This is an optimization exercise on Yosys and OpenROAD, whose aim is small area, a short achievable clock period and few clock cycles, not a production implementation.
Function was checked by simulation only, so behaviour that the tests miss may differ from the original.
Power and IR drop assume default switching activity.

==> flow/design.v <==
package sqe_pkg;
  typedef struct packed {
    logic [2:0]         operation;
    logic signed [31:0] push_value;
  } in_item_t;
  typedef struct packed {
    logic signed [31:0] result_value;
    logic [2:0]         status;
    logic               last;
  } out_item_t;
endpackage
module stack_queue_engine_top (
  input  logic               clk,
  input  logic               rst_n,
  input  logic               in_valid,
  output logic               in_ready,
  input  sqe_pkg::in_item_t  in_data,
  output logic               out_valid,
  input  logic               out_ready,
  output sqe_pkg::out_item_t out_data,
  input  logic               cfg_we,
  input  logic               cfg_wdata
);
  localparam int RING = 63;
  function automatic logic [5:0] inc63(input logic [5:0] p);
    inc63 = (p == 6'd62) ? 6'd0 : p + 6'd1;
  endfunction
  function automatic logic [5:0] dec63(input logic [5:0] p);
    dec63 = (p == 6'd0) ? 6'd62 : p - 6'd1;
  endfunction
  logic        mode_r;
  logic        in_ready_r;
  logic [31:0] head_r;              
  logic [31:0] ring [RING];         
  logic [5:0]  rtop;                
  logic [5:0]  rtopm1;              
  logic [5:0]  rtail;               
  logic [5:0]  rp;                  
  logic [6:0]  count;
  logic        e0, e1, fl;          
  logic        dbusy;               
  logic [5:0]  dcnt;                
  logic        dlast;               
  logic        ov;
  logic [35:0] od;
  logic [2:0]  op;
  logic [31:0] val;
  logic        ex;
  assign op  = in_data.operation;
  assign val = in_data.push_value;
  assign ex  = in_valid && in_ready_r;    
  logic short;
  assign short = e0 || e1;
  logic is_push, is_pop, is_swap, is_peek, is_dump;
  assign is_push = (op == 3'd0);
  assign is_pop  = (op == 3'd1);
  assign is_swap = (op == 3'd2);
  assign is_peek = (op == 3'd3);
  assign is_dump = (op == 3'd4);
  logic push_ok, pop_ok, swap_ok, err;
  assign push_ok = ex && is_push && !fl;
  assign pop_ok  = ex && is_pop && !e0;
  assign swap_ok = ex && is_swap && !short;
  assign err     = (is_push && fl) || (is_pop && e0) || (is_swap && short) ||
                   (is_peek && e0);
  logic            wv, byp;
  logic [5:0]      wrow;
  logic [31:0]     wdat;
  logic [RING-1:0] rsel;
  logic [31:0]     rdata;
  always_comb begin
    rdata = wdat & {32{byp}};
    for (int i = 0; i < RING; i++) rdata = rdata | (ring[i] & {32{rsel[i]}});
  end
  logic        wr_sw, wr_tl, wr_hd;
  logic [31:0] wdata;
  logic        ok_sw, ok_tl, ok_hd;
  assign wr_sw = in_valid && ok_sw && is_swap;
  assign wr_tl = in_valid && ok_tl && is_push;
  assign wr_hd = in_valid && ok_hd && is_push;
  assign wdata = (is_push && mode_r) ? val : head_r;
  logic [RING-1:0] row_we;
  always_comb begin
    for (int i = 0; i < RING; i++)
          row_we[i] = wv && (wrow == 6'(i));
  end
  always_ff @(posedge clk) begin
    for (int i = 0; i < RING; i++) begin
      if (row_we[i]) ring[i] <= wdat;
    end
  end
  logic wv_nxt, byp_nxt;
  assign wv_nxt  = wr_sw || wr_tl || wr_hd;
  assign byp_nxt = wr_sw || wr_hd || (wr_tl && e1);
  always_ff @(posedge clk) begin
    if (!rst_n) begin
      wv  <= 1'b0;
      byp <= 1'b0;
    end else begin
      wv  <= wv_nxt;
      byp <= byp_nxt;
    end
  end
  always_ff @(posedge clk) begin
    wrow <= wr_sw ? rtop : (wr_tl ? rtail : rtopm1);
    wdat <= wdata;
  end
  always_ff @(posedge clk) begin
    if (push_ok && (!mode_r || e0)) head_r <= val;
    else if ((pop_ok && !e1) || swap_ok) head_r <= rdata;
  end
  logic       ptop_up, ptop_dn;
  logic [5:0] rtop_nxt;
  assign ptop_up  = pop_ok && !e1;
  assign ptop_dn  = push_ok && !mode_r && !e0;
  assign rtop_nxt = ptop_up ? inc63(rtop) : (ptop_dn ? rtopm1 : rtop);
  logic e0_nxt, e1_nxt, fl_nxt;
  always_comb begin
    e0_nxt = e0;
    e1_nxt = e1;
    fl_nxt = fl;
    if (push_ok) begin
      e0_nxt = 1'b0;
      e1_nxt = e0;
      fl_nxt = (count == 7'd63);
    end else if (pop_ok) begin
      e0_nxt = e1;
      e1_nxt = (count == 7'd2);
      fl_nxt = 1'b0;
    end
  end
  logic emit;
  logic [5:0] rp_nxt;
  assign rp_nxt = (dbusy && !(emit && dlast)) ? (emit ? inc63(rp) : rp) : rtop_nxt;
  always_ff @(posedge clk) begin
    if (!rst_n) begin
      rtop   <= 6'd0;
      rtopm1 <= 6'd62;
      rtail  <= 6'd0;
      rp     <= 6'd0;
      rsel   <= RING'(1);
      count  <= 7'd0;
      e0     <= 1'b1;
      e1     <= 1'b0;
      fl     <= 1'b0;
    end else begin
      rtop <= rtop_nxt;
      if (ptop_up)      rtopm1 <= rtop;
      else if (ptop_dn) rtopm1 <= dec63(rtopm1);
      if (push_ok && mode_r && !e0) rtail <= inc63(rtail);
      rp   <= rp_nxt;
      for (int i = 0; i < RING; i++) rsel[i] <= (rp_nxt == 6'(i)) && !byp_nxt;
      if (push_ok)     count <= count + 7'd1;
      else if (pop_ok) count <= count - 7'd1;
      e0 <= e0_nxt;
      e1 <= e1_nxt;
      fl <= fl_nxt;
    end
  end
  logic dstart;
  assign dstart = ex && is_dump && !short;
  always_ff @(posedge clk) begin
    if (!rst_n) begin
      dbusy <= 1'b0;
    end else if (dstart) begin
      dbusy <= 1'b1;
      dcnt  <= 6'(count - 7'd1);
      dlast <= e1 ? 1'b0 : (count == 7'd2);
    end else if (emit) begin
      dbusy <= !dlast;
      dcnt  <= dcnt - 6'd1;
      dlast <= (dcnt == 6'd2);
    end
  end
  logic [2:0] st;
  always_comb begin
    if (is_peek)      st = 3'd1;
    else if (is_pop)  st = 3'd2;
    else if (is_swap) st = 3'd3;
    else              st = 3'd4;
  end
  logic       pend;
  logic [2:0] pend_st;
  logic       pend_last;
  logic       o_free, cres;
  assign o_free = !ov || out_ready;
  assign cres   = ex && (err || is_peek || (is_dump && !e0));
  assign emit   = dbusy && !pend && o_free;
  logic [2:0] g_st;
  logic       g_last, g_v;
  logic [31:0] g_val;
  always_comb begin
    if (pend) begin
      g_st   = pend_st;
      g_last = pend_last;
    end else if (dbusy) begin
      g_st   = 3'd0;
      g_last = dlast;
    end else begin
      g_st   = err ? st : 3'd0;
      g_last = err || is_peek || e1;
    end
    g_v   = pend || dbusy || cres;
    g_val = (dbusy && !pend) ? rdata : (g_st == 3'd0 ? head_r : 32'd0);
  end
  always_ff @(posedge clk) begin
    if (!rst_n) begin
      ov   <= 1'b0;
      pend <= 1'b0;
    end else if (o_free) begin
      ov   <= g_v;
      pend <= 1'b0;
    end else if (cres) begin
      pend <= 1'b1;
    end
  end
  always_ff @(posedge clk) begin
    if (o_free && g_v) od <= {g_val, g_st, g_last};
    if (!o_free && cres) begin
      pend_st   <= err ? st : 3'd0;
      pend_last <= err || is_peek || e1;
    end
  end
  logic pend_nxt, dbusy_nxt;
  assign pend_nxt  = !o_free && (pend || cres);
  assign dbusy_nxt = dstart || (dbusy && !(emit && dlast));
  logic in_ready_nxt, mode_nxt;
  assign in_ready_nxt = !dbusy_nxt && !pend_nxt;
  assign mode_nxt     = cfg_we ? cfg_wdata : mode_r;
  always_ff @(posedge clk) begin
    if (!rst_n) begin
      mode_r     <= 1'b0;
      in_ready_r <= 1'b1;
      ok_sw      <= 1'b0;
      ok_tl      <= 1'b0;
      ok_hd      <= 1'b0;
    end else begin
      mode_r     <= mode_nxt;
      in_ready_r <= in_ready_nxt;
      ok_sw      <= in_ready_nxt && !e0_nxt && !e1_nxt;
      ok_tl      <= in_ready_nxt && !e0_nxt && !fl_nxt && mode_nxt;
      ok_hd      <= in_ready_nxt && !e0_nxt && !fl_nxt && !mode_nxt;
    end
  end
  assign in_ready  = in_ready_r;
  assign out_valid = ov;
  assign out_data  = od;
endmodule
==> flow/run.sh <==
#!/bin/bash
# synth_recipe.tcl (not shown) runs the flow's synth.tcl, then flattens the netlist and writes it again
# the make line also repeats each setting of config.mk as NAME=value (left out here)
make -C /OpenROAD-flow-scripts/flow DESIGN_CONFIG=/design/flow/config.mk WORK_HOME=/design/flow/orfs CLKGATE_MAP_FILE= SYNTH_SCRIPT=/design/flow/synth_recipe.tcl finish
==> flow/config.mk <==
export PLATFORM = sky130hd
export DESIGN_NAME = stack_queue_engine_top
export DESIGN_NICKNAME = stack_queue_engine_top
export VERILOG_FILES = /design/flow/design.v
export SDC_FILE = /design/flow/constraint.sdc
export NUM_CORES = 4
export LEC_CHECK = 0
export CAP_MARGIN = 10
export CORE_MARGIN = 2
export CORE_UTILIZATION = 50
export CTS_BUF_LIST = sky130_fd_sc_hd__clkbuf_16
export CTS_CLUSTER_DIAMETER = 100
export CTS_CLUSTER_SIZE = 24
export SETUP_SLACK_MARGIN = 3.5
export SLEW_MARGIN = 10
==> flow/constraint.sdc <==
create_clock -name core_clock -period 6.0 [get_ports {clk}]
set_input_delay 1.2000 -clock core_clock [delete_from_list [all_inputs] [get_ports {clk}]]
set_output_delay 1.2000 -clock core_clock [all_outputs]
set_load 0.01 [all_outputs]
==> results of run 1 <==
[placed cells by master, fill, tap and decap left out, types with 32 or more instances in the layout]
master	Yosys	routed
nand4_1	153	153
inv_1	13	98
dfxtp_4	0	45
clkbuf_16	0	105
buf_6	3	51
buf_4	0	191
a22oi_1	576	576
buf_8	0	37
a31oi_1	35	35
a22o_1	259	259
nand2_1	68	65
dfxtp_1	145	54
nor2_4	0	69
edfxtp_1	2095	2095
nor2_1	204	124
mux2_2	32	32
a221oi_1	225	207
dfxtp_2	0	46
clkdlybuf4s50_1	0	35
nand3_1	127	121
[sequential cells by signal (all words and copies together) (netlist names), 6 cells and up]
signal and count:
rtail 6, rsel 63, rtop 6, rp 6
wrow 6, count 7, rtopm1 6, wdat 32
head_r 32, dcnt 6, od 36, ring 2016
[worst max-delay path by stage]
stage                     startpoint  cells past startpoint  slack [ns]                  end
global route        od[21]$_DFFE_PP_                      1        3.21         out_data[21]
floorplan                in_data[33]                     10        2.80  rsel[11]$_SDFF_PN0_
CTS                 od[21]$_DFFE_PP_                      1        3.17         out_data[21]
detailed placement       in_data[33]                      7        1.51  rsel[31]$_SDFF_PN0_
finish              od[21]$_DFFE_PP_                      1        3.18         out_data[21]
global placement         in_data[32]                      7        1.54  rsel[31]$_SDFF_PN0_
[power groups by stage]
| stage | registers, uW | clock network (uW) | logic, uW |
|---|---|---|---|
| after global routing | 17000 | 8560 | 394 |
| after CTS | 17000 | 8060 | 348 |
| final | 17000 | 8140 | 377 |
| after detailed placement | 17400 | 0 | 336 |
| after global placement | 17400 | 0 | 329 |
| after floorplan | 17400 | 0 | 138 |
[logic make-up after synthesis]
group / count (synthesis) / share of synthesized area
buf+inv: 257 / 0.0123
simple gates: 697 / 0.0439
mux: 42 / 0.00577
flops: 2240 / 0.816
compound gates: 1200 / 0.118
fa+ha+maj: 13 / 0.00202
xor+xnor: 20 / 0.00217
[what timing repair did]
action	in CTS	in global routing
pin swaps	73	35
endpoints found under the hold margin	0	0
setup buffers	91	32
endpoints found under the setup margin	1828	322
hold buffers	0	0
cloned	4	1
resized for setup	470	138
[per-stage QoR]
| step | hold slack [ns] | instance area, um2 | utilization |
|---|---|---|---|
| 2_1_floorplan | 0.461 | 81200 | - |
| 3_3_place_gp | 0.479 | 85300 | 0.532 |
| 5_1_grt | 0.536 | 91100 | 0.568 |
| 6_report | 0.512 | 91100 | 0.568 |
| 4_1_cts | 0.511 | 90300 | 0.563 |
| 3_5_place_dp | 0.491 | 85300 | 0.532 |
[worst register-to-register path: stages (launching register included)]
cell and delay [ns]:
dfxtp_1 0.51, nor2b_1 0.33, nand3_1 0.43, nor2_4 0.55
buf_12 0.41
[cell type report]
type	count	area, um2	share of cell area
Multi-Input combinational cell	1975	15600	0.171
Tap cell	2160	2700	0.0297
Antenna cell	12	30.0	0.000330
Clock inverter	92	420	0.00461
Sequential cell	2240	66000	0.725
Clock buffer	104	2600	0.0286
Inverter	13	48.8	0.000536
Timing Repair Buffer	377	3720	0.0408
[routing by layer]
metal | wire (um) | GRT usage | vias up
li1 | - | - | 19200
met1 | 112000 | 0.541 | 27100
met2 | 142000 | 0.578 | 5557
met3 | 57800 | 0.129 | 1150
met4 | 23700 | 0.236 | 14
met5 | 137 | 0 | -
==> impl_metrics.ini, run 1 <==
[clock_network]
clockBufferDepth = 3
cts_tree = built
htreeDepth = 3
clk_latency_ns = 0.80
cts_root_buffer = clkbuf_16
clk_pin_slew_worst_paths_ns = 0.10
cts_buffers = 103
cts.sinks = 2240

[logic_synthesis]
yosys.area.top_type_share = 0.780
synth_area_leaders = edfxtp_1 78%, a22oi_1 5.4%, dfxtp_1 3.6%, a22o_1 2.8%, a221oi_1 2.4%
synth_area_um2 = 80600
syn_nets = 4523
yosys_warnings = 2
synth_seq_cells = 2240
yosysUniqueCellTypes = 66
synthFlopType = edfxtp_1
syn_inst = 4469
syn_area_per_cell_um2 = 18.0
synth-async-reset-ratio = 0
synth_common_cells = 2095 x edfxtp_1, 576 x a22oi_1, 259 x a22o_1
yosysTopAreaCell = edfxtp_1
ys_seq_area_frac = 0.816
yosysMostFrequentCell = edfxtp_1
synth_edf_count = 2095

[sta]
worst_pin_slew_ns = 1.22
setup_violations = 0
hold_viol = 0
rsz0062_at_grt = true
period_share = 0.470
fmax_mhz = 354
fin_skew_ns = 0.0419
min_period_ns = 2.82
final-max-slew-violation-count = 0
fin_tns_setup_ns = 0
slew-limit-headroom = 0.183
worst_slack_ns = 3.18

[floorplan]
core_um2 = 160000
die_x_um = 406
die_h_um = 406
die_area_um2 = 165000
rows = 147
start_util = 0.503
ios = 79

[pwr]
power.total_uw = 25500
combPwrFrac = 0.015
p_clk_frac = 0.319
cellPowerDensity_nw_per_um2 = 280
p_sw_uw = 5260
swShare = 0.206
pwr-share-seq = 0.666
p_leak_uw = 0.0285
p_int_uw = 20300
ir_worst_vdd_mv = 0.248

[route]
wl_per_cell_um = 48.1
firstDrtPassIters = 7
remaining_drc_errors = 0
drt-initial-drc-count = 12400
vias = 53000
drt-total-wl_um = 335000
antenna_left = 0
avgViaCountPerCell = 7.59

[setup_path]
critPathArrivalTime_ns = 1.62
cp-end-kind = output pin
r2r_start = wrow[1]$_DFF_P_
critPathBufInv = 1
critPathSlowestCell = edfxtp_1
path_cells = buf_6
crit_family = flip-flops
criticalPathCategory = flip-flop to output pin
crit_fanout = 1
r2r_slack_ns = 3.39
r2r_cells = 4
worstPathRequired_ns = 4.80
cp_slowest_stage_delay_ns = 0.61
reg2reg_to = ring[62][26]$_DFFE_PP_
start_kind = flip-flop

[final_layout]
fillerInstances = 12100
areaGrowthSynthToFinish_pct = 13.0
nNetsFinal = 4764
drive_gt1_frac = 0.165
instances_no_fill = 6973

[run_status]
status = timing/DRC/antenna clean

[placed_design]
dp_slack_ns = 1.51
placed_cells = 6637
port-buffer-count = 78
dp_hpwl_um = 171000
gp_congestion = 0.864

[worst_hold_path]
whs_path_depth = 1
hold_class = flip-flop to flip-flop
worst_hold_path.endpoint = wdat[29]$_DFF_P_
worstHoldStart = head_r[29]$_DFFE_PP_

[global_routing]
grt_pass1_wl_um = 436000
grt_start_max_net_pins = 65
grt_pass1_vias = 47300
antenna_found_initial = 19
grt_use_total = 0.403
overflow = 0

[run]
max-cap-violations = 0
Testbench counts, summed over its fixed seeds: cycles 37,882.
==> run 2: changes to the inputs <==
--- a/flow/config.mk
+++ b/flow/config.mk
@@ -13,3 +13,4 @@
 export CTS_CLUSTER_SIZE = 24
 export SETUP_SLACK_MARGIN = 3.5
 export SLEW_MARGIN = 10
+export TNS_END_PERCENT = 10
==> impl_metrics.ini, run 2 <==
[run_status]
status = timing/DRC/antenna clean

[global_routing]
grt_use_total = 0.406
overflow = 0
grt_pass1_vias = 46800
grt_start_max_net_pins = 65
grt_pass1_wl_um = 438000
antenna_found_initial = 9

[sta]
final-max-slew-violation-count = 0
slew-limit-headroom = 0.0861
fin_hold_ws_ns = 0.479
period_share = 0.544
fin_tns_setup_ns = 0
min_period_ns = 3.26
worst_slack_ns = 2.74
fmax_mhz = 306
hold_viol = 0
rsz0062_at_grt = true
worst_pin_slew_ns = 1.37
setup_violations = 0
fin_skew_ns = 0.0429

[logic_synthesis]
ys_seq_area_frac = 0.816
synth_common_cells = 2095 x edfxtp_1, 576 x a22oi_1, 259 x a22o_1
yosysTopAreaCell = edfxtp_1
synth_edf_count = 2095
yosysMostFrequentCell = edfxtp_1
synth_area_leaders = edfxtp_1 78%, a22oi_1 5.4%, dfxtp_1 3.6%, a22o_1 2.8%, a221oi_1 2.4%
yosys.area.top_type_share = 0.780
syn_inst = 4469
yosys_warnings = 2
synth-async-reset-ratio = 0
synth_top_family_by_area = compound AO/OA/AOI/OAI gates
synthMuxAreaShare = 0.00577
synth_area_um2 = 80600
synth_seq_cells = 2240
syn_nets = 4523
syn_area_per_cell_um2 = 18.0
synth-xor-area-share = 0.00217
synth-adder-area-share = 0.00202
synth-simple-area-share = 0.0439
synthFlopType = edfxtp_1
yosysUniqueCellTypes = 66
synth_compound_area_frac = 0.118

[worst_hold_path]
worst_hold_path.endpoint = wdat[11]$_DFF_P_
whs_path_depth = 1
hold_class = flip-flop to flip-flop
worstHoldStart = head_r[11]$_DFFE_PP_

[setup_path]
cp-end-kind = flip-flop
reg2reg_to = ring[20][12]$_DFFE_PP_
worstPathRequired_ns = 6.40
critPathArrivalTime_ns = 3.67
start_kind = flip-flop
r2r_slack_ns = 2.74
crit_fanout = 18
r2r_start = wrow[2]$_DFF_P_
crit_start = wrow[2]$_DFF_P_
criticalPathCategory = flip-flop to flip-flop
r2r_cells = 4

[floorplan]
die_h_um = 406
die_area_um2 = 165000
ios = 79
start_util = 0.503
die_x_um = 406
core_um2 = 160000
rows = 147

[clock_network]
cts_root_buffer = clkbuf_16
clk_pin_slew_worst_paths_ns = 0.10
cts_buffers = 103
clk_latency_ns = 0.79
htreeDepth = 3
clockBufferDepth = 3
cts.sinks = 2240
ctsHoldBuffers = 0
cts_tree = built

[final_layout]
post-route-cell-area_um2 = 90300
nNetsFinal = 4730
layout_commonest_cell = edfxtp_1
largestRegisters = ring: 2016 flops, rsel: 63 flops, od: 36 flops
fillerInstances = 12300
utilization = 0.563
areaGrowthSynthToFinish_pct = 12.0
regArea_um2 = 66000
drive_gt1_frac = 0.140
regMostFlops = ring
largest_reg_flops = 2016
multi_input_area_um2 = 15200
mostFrequentLayoutCells = 2095 x edfxtp_1, 576 x a22oi_1, 259 x a22o_1

[route]
wl_per_cell_um = 48.8
antenna_left = 0
remaining_drc_errors = 0
vias = 52900
drt-initial-drc-count = 12500
drt-total-wl_um = 338000
firstDrtPassIters = 8
avgViaCountPerCell = 7.63

[pwr]
cellPowerDensity_nw_per_um2 = 283
p_leak_uw = 0.0280
ir_worst_vdd_mv = 0.236

[placed_design]
gp_congestion = 0.884
dp_hpwl_um = 173000
dp_slack_ns = 1.36
dpl_cell_area_um2 = 85400
port-buffer-count = 78

[run]
max-cap-violations = 0
## run 2: how the worst max path moves through the flow
stage / to / slack (ns) / cells past startpoint
6_report: ring[20][12]$_DFFE_PP_ / 2.74 / 4
5_1_grt: ring[20][12]$_DFFE_PP_ / 2.86 / 4
4_1_cts: ring[48][5]$_DFFE_PP_ / 2.76 / 3
3_5_place_dp: head_r[25]$_DFFE_PP_ / 1.36 / 5
3_3_place_gp: head_r[25]$_DFFE_PP_ / 1.41 / 5
2_1_floorplan: rsel[11]$_SDFF_PN0_ / 2.80 / 10
## run 2: stage by stage
| step | instances | power (uW) |
|---|---|---|
| after CTS | 6895 | 25400 |
| final | 6933 | 25500 |
| after floorplan | 4469 | 17500 |
| after global routing | 6922 | 26000 |
| after global placement | 6646 | 17700 |
| after detailed placement | 6647 | 17700 |
## run 2: power breakdown
| group | total (uW) | internal, uW | switching (uW) | leakage (uW) |
|---|---|---|---|---|
| Sequential | 17000 | 17000 | 58.2 | 0.0201 |
| Clock | 8130 | 3240 | 4890 | 0.00177 |
| Combinational | 387 | 124 | 264 | 0.00619 |
| Total | 25500 | 20300 | 5210 | 0.0280 |
## run 2: final cells by class
| type | count | area share |
|---|---|---|
| antenna | 11 | 0.000305 |
| timing repair buffer | 338 | 0.0365 |
| multi-input combinational | 1980 | 0.169 |
| sequential | 2240 | 0.731 |
| clock buffer | 106 | 0.0294 |
| inverter | 13 | 0.000540 |
| clock inverter | 85 | 0.00400 |
| tap | 2160 | 0.0299 |
## run 2: per-layer routing
metal	GRT usage	routed length (um)	vias up
met1	0.539	112000	27000
met2	0.590	144000	5509
met5	0	54	-
met3	0.127	56400	1260
met4	0.244	26200	8
li1	-	-	19100
## run 2: logic make-up (layout without fill, tap and decap cells)
group	count (synthesis)	count (layout)
buffers and inverters	257	542
adders and majority gates	13	13
and+or+nand+nor	697	705
AOI/OAI and AO/OA	1200	1200
muxes	42	42
other	0	11
DFF	2240	2240
xor gates and xnor gates	20	20
## run 2: worst max-delay path, cell delays in order, from the launching register on
cell and delay [ns]:
dfxtp_1 0.47, nor2b_1 0.32, nand2_1 0.32, nor2_4 1.13, buf_4 0.63
## run 2: timing repair
action,in CTS,in global routing
cloned,9,0
pin swaps,35,12
endpoints found under the setup margin,1841,1731
setup buffers,48,26
resized for setup,266,8
==> run 3: changes to the inputs <==
--- a/flow/config.mk
+++ b/flow/config.mk
@@ -13,4 +13,4 @@
 export CTS_CLUSTER_SIZE = 24
 export SETUP_SLACK_MARGIN = 3.5
 export SLEW_MARGIN = 10
-export TNS_END_PERCENT = 10
+export TNS_END_PERCENT = 30
==> impl_metrics.ini, run 3 <==
[logic_synthesis]
synth_area_leaders = edfxtp_1 78%, a22oi_1 5.4%, dfxtp_1 3.6%, a22o_1 2.8%, a221oi_1 2.4%
yosysUniqueCellTypes = 66
yosys_warnings = 2
synth_common_cells = 2095 x edfxtp_1, 576 x a22oi_1, 259 x a22o_1
synth-async-reset-ratio = 0
yosysTopAreaCell = edfxtp_1
synthFlopType = edfxtp_1
synth_edf_count = 2095
syn_inst = 4469
synth_area_um2 = 80600
syn_area_per_cell_um2 = 18.0
yosysMostFrequentCell = edfxtp_1
yosys.area.top_type_share = 0.780
synth_seq_cells = 2240
ys_seq_area_frac = 0.816
syn_nets = 4523

[sta]
rsz0062_at_grt = true
fin_tns_setup_ns = 0
hold_viol = 0
fmax_mhz = 322
period_share = 0.518
setup_violations = 0
final-max-slew-violation-count = 0
fin_skew_ns = 0.0464
min_period_ns = 3.11
slew-limit-headroom = 0.149
worst_pin_slew_ns = 1.27

[floorplan]
die_h_um = 406
ios = 79
rows = 147
die_area_um2 = 165000
start_util = 0.503
die_x_um = 406
core_um2 = 160000

[placed_design]
placed_cells = 6640
dp_hpwl_um = 172000
gp_congestion = 0.890
port-buffer-count = 78

[global_routing]
grt_pass1_wl_um = 429000
antenna_found_initial = 11
grt_use_total = 0.395
grt_pass1_vias = 46400
overflow = 0
grt_start_max_net_pins = 65

[pwr]
ir_worst_vdd_mv = 0.233
cellPowerDensity_nw_per_um2 = 283
p_leak_uw = 0.0280

[final_layout]
largest_reg_flops = 2016
nNetsFinal = 4731
areaGrowthSynthToFinish_pct = 11.7
drive_gt1_frac = 0.144
largestRegisters = ring: 2016 flops, rsel: 63 flops, od: 36 flops
mostFrequentLayoutCells = 2095 x edfxtp_1, 576 x a22oi_1, 259 x a22o_1
instances_no_fill = 6928
regMostFlops = ring
layout_commonest_cell = edfxtp_1

[clock_network]
cts_root_buffer = clkbuf_16
clk_pin_slew_worst_paths_ns = 0.11
clockBufferDepth = 3
cts_tree = built
cts.sinks = 2240
cts_buffers = 103
clk_latency_ns = 0.78
ctsHoldBuffers = 0
htreeDepth = 3

[route]
wl_per_cell_um = 47.5
vias = 52000
drt-total-wl_um = 329000
avgViaCountPerCell = 7.51
drt-initial-drc-count = 11300
antenna_left = 0
remaining_drc_errors = 0
firstDrtPassIters = 8

[setup_path]
critPathBufInv = 1
critPathSlowestCell = nor2_4
cp-end-kind = flip-flop
start_kind = flip-flop
cp_slowest_stage_delay_ns = 0.78
path_cells = nor2b_1 > nand2_1 > nor2_4 > buf_4
crit_family = simple AND/OR/NAND/NOR gates
critPathArrivalTime_ns = 3.51
r2r_start = wrow[2]$_DFF_P_
crit_start = wrow[2]$_DFF_P_
criticalPathCategory = flip-flop to flip-flop
worstPathRequired_ns = 6.41
crit_fanout = 22

[run]
max-cap-violations = 0

[run_status]
status = timing/DRC/antenna clean

[worst_hold_path]
worstHoldStart = head_r[6]$_DFFE_PP_
hold_class = flip-flop to flip-flop
## run 3: changes by cell type in the layout (fill, tap and decap cells not counted), moves of 4 or more
cell and delta:
buf_6 +5, nand2_8 -5, clkdlybuf4s50_1 -8, nor4_2 +8
dfxtp_4 +5, nor3_1 +5, buf_4 +20, nor3_2 -5
dfxtp_1 -4, buf_12 -8, inv_1 -4, nor4_1 -6
## run 3: worst paths after layout
path,endpoint,slack (ns),cells past startpoint
max,ring[37][22]$_DFFE_PP_,2.89,4
min,wdat[6]$_DFF_P_,0.51,1
max reg2reg,ring[37][22]$_DFFE_PP_,2.89,4
min reg2reg,wdat[6]$_DFF_P_,0.51,1
## run 3: logic make-up (layout without fill, tap and decap cells)
logic type	Yosys count	after routing	share of synthesized area
muxes	42	42	0.00577
adders and majority gates	13	13	0.00202
AOI/OAI and AO/OA	1200	1200	0.118
other	0	9	0
and+or+nand+nor	697	699	0.0439
xor gates and xnor gates	20	20	0.00217
DFF	2240	2240	0.816
buffers and inverters	257	545	0.0123
## run 3: timing repair
item | CTS | global route
gates resized for setup | 245 | 48
setup endpoints to repair | 1701 | 1085
pin swaps | 51 | 15
buffers inserted | 54 | 36
cloned | 2 | 0
## run 3: power breakdown
part	switching (uW)	internal, uW	leakage (uW)	total, uW
clock	4860	3260	0.00175	8120
combinational	239	119	0.00617	358
sequential	67.7	16900	0.0201	17000
## run 3: per-layer routing
metal,routed length (um),GRT usage,part of all wire
met1,112000,0.531,0.34
met2,143000,0.583,0.43
met3,51800,0.115,0.16
met4,22200,0.210,0.067
met5,104,0,0.00032
## run 3: area by class of cell
cell class	count	area (um2)
flip-flops and latches	2240	66000
diodes	9	22.5
fillers	12300	70300
repair buffers	345	3160
clock buffers	107	2680
multi-input cells	1974	15100
clock inverters	80	338
well taps	2160	2700
inverters	13	48.8
## run 3: through the flow
stage | utilization | area, um2 | hold slack [ns] | worst slack, ns | power, uW
after floorplan | - | 81100 | 0.461 | 2.80 | 17500
after global placement | 0.532 | 85300 | 0.482 | 1.54 | 17700
after detailed placement | 0.532 | 85300 | 0.490 | 1.50 | 17700
after CTS | 0.560 | 89800 | 0.512 | 2.88 | 25400
after global routing | 0.562 | 90100 | 0.512 | 2.96 | 25900
final | 0.562 | 90100 | 0.512 | 2.89 | 25500

==> separate check: timing with driven ports <==
The flow's constraints put no driver on any port. The routed layouts listed below were extracted and timed again, unchanged, in two steps.
Step 1 sets driving cells, clkbuf_16 on the clock port and buf_2 on the other inputs (assumed; they add their load-dependent delay and slew).
Step 2, shift: input delay + t, output delay - t, t = (earliest + latest rising clock arrival at the registers) / 2. This alone moves slack from input paths to output paths.
Slacks: no drivers / after step 1 / after step 2; pairs: no drivers / after step 1.
run | shift t [ns] | slack for setup (ns) | latest minus earliest clock arrival (ns) | worst register clock-pin slew, ns | pins driven straight from the clock port
run 1 | 0.859 | 3.178 / 3.096 / 2.645 | 0.049 / 0.049 | 0.11 / 0.11 | 1
run 2 | 0.845 | 2.736 / 2.736 / 2.457 | 0.051 / 0.051 | 0.11 / 0.11 | 1
run 3 | 0.857 | 2.892 / 2.892 / 2.569 | 0.055 / 0.055 | 0.11 / 0.11 | 1
After both steps setup and hold are still met in every run listed. The setup slack of run 1, which loses most, moves by -0.082 ns with the drivers and by -0.533 ns with both steps.
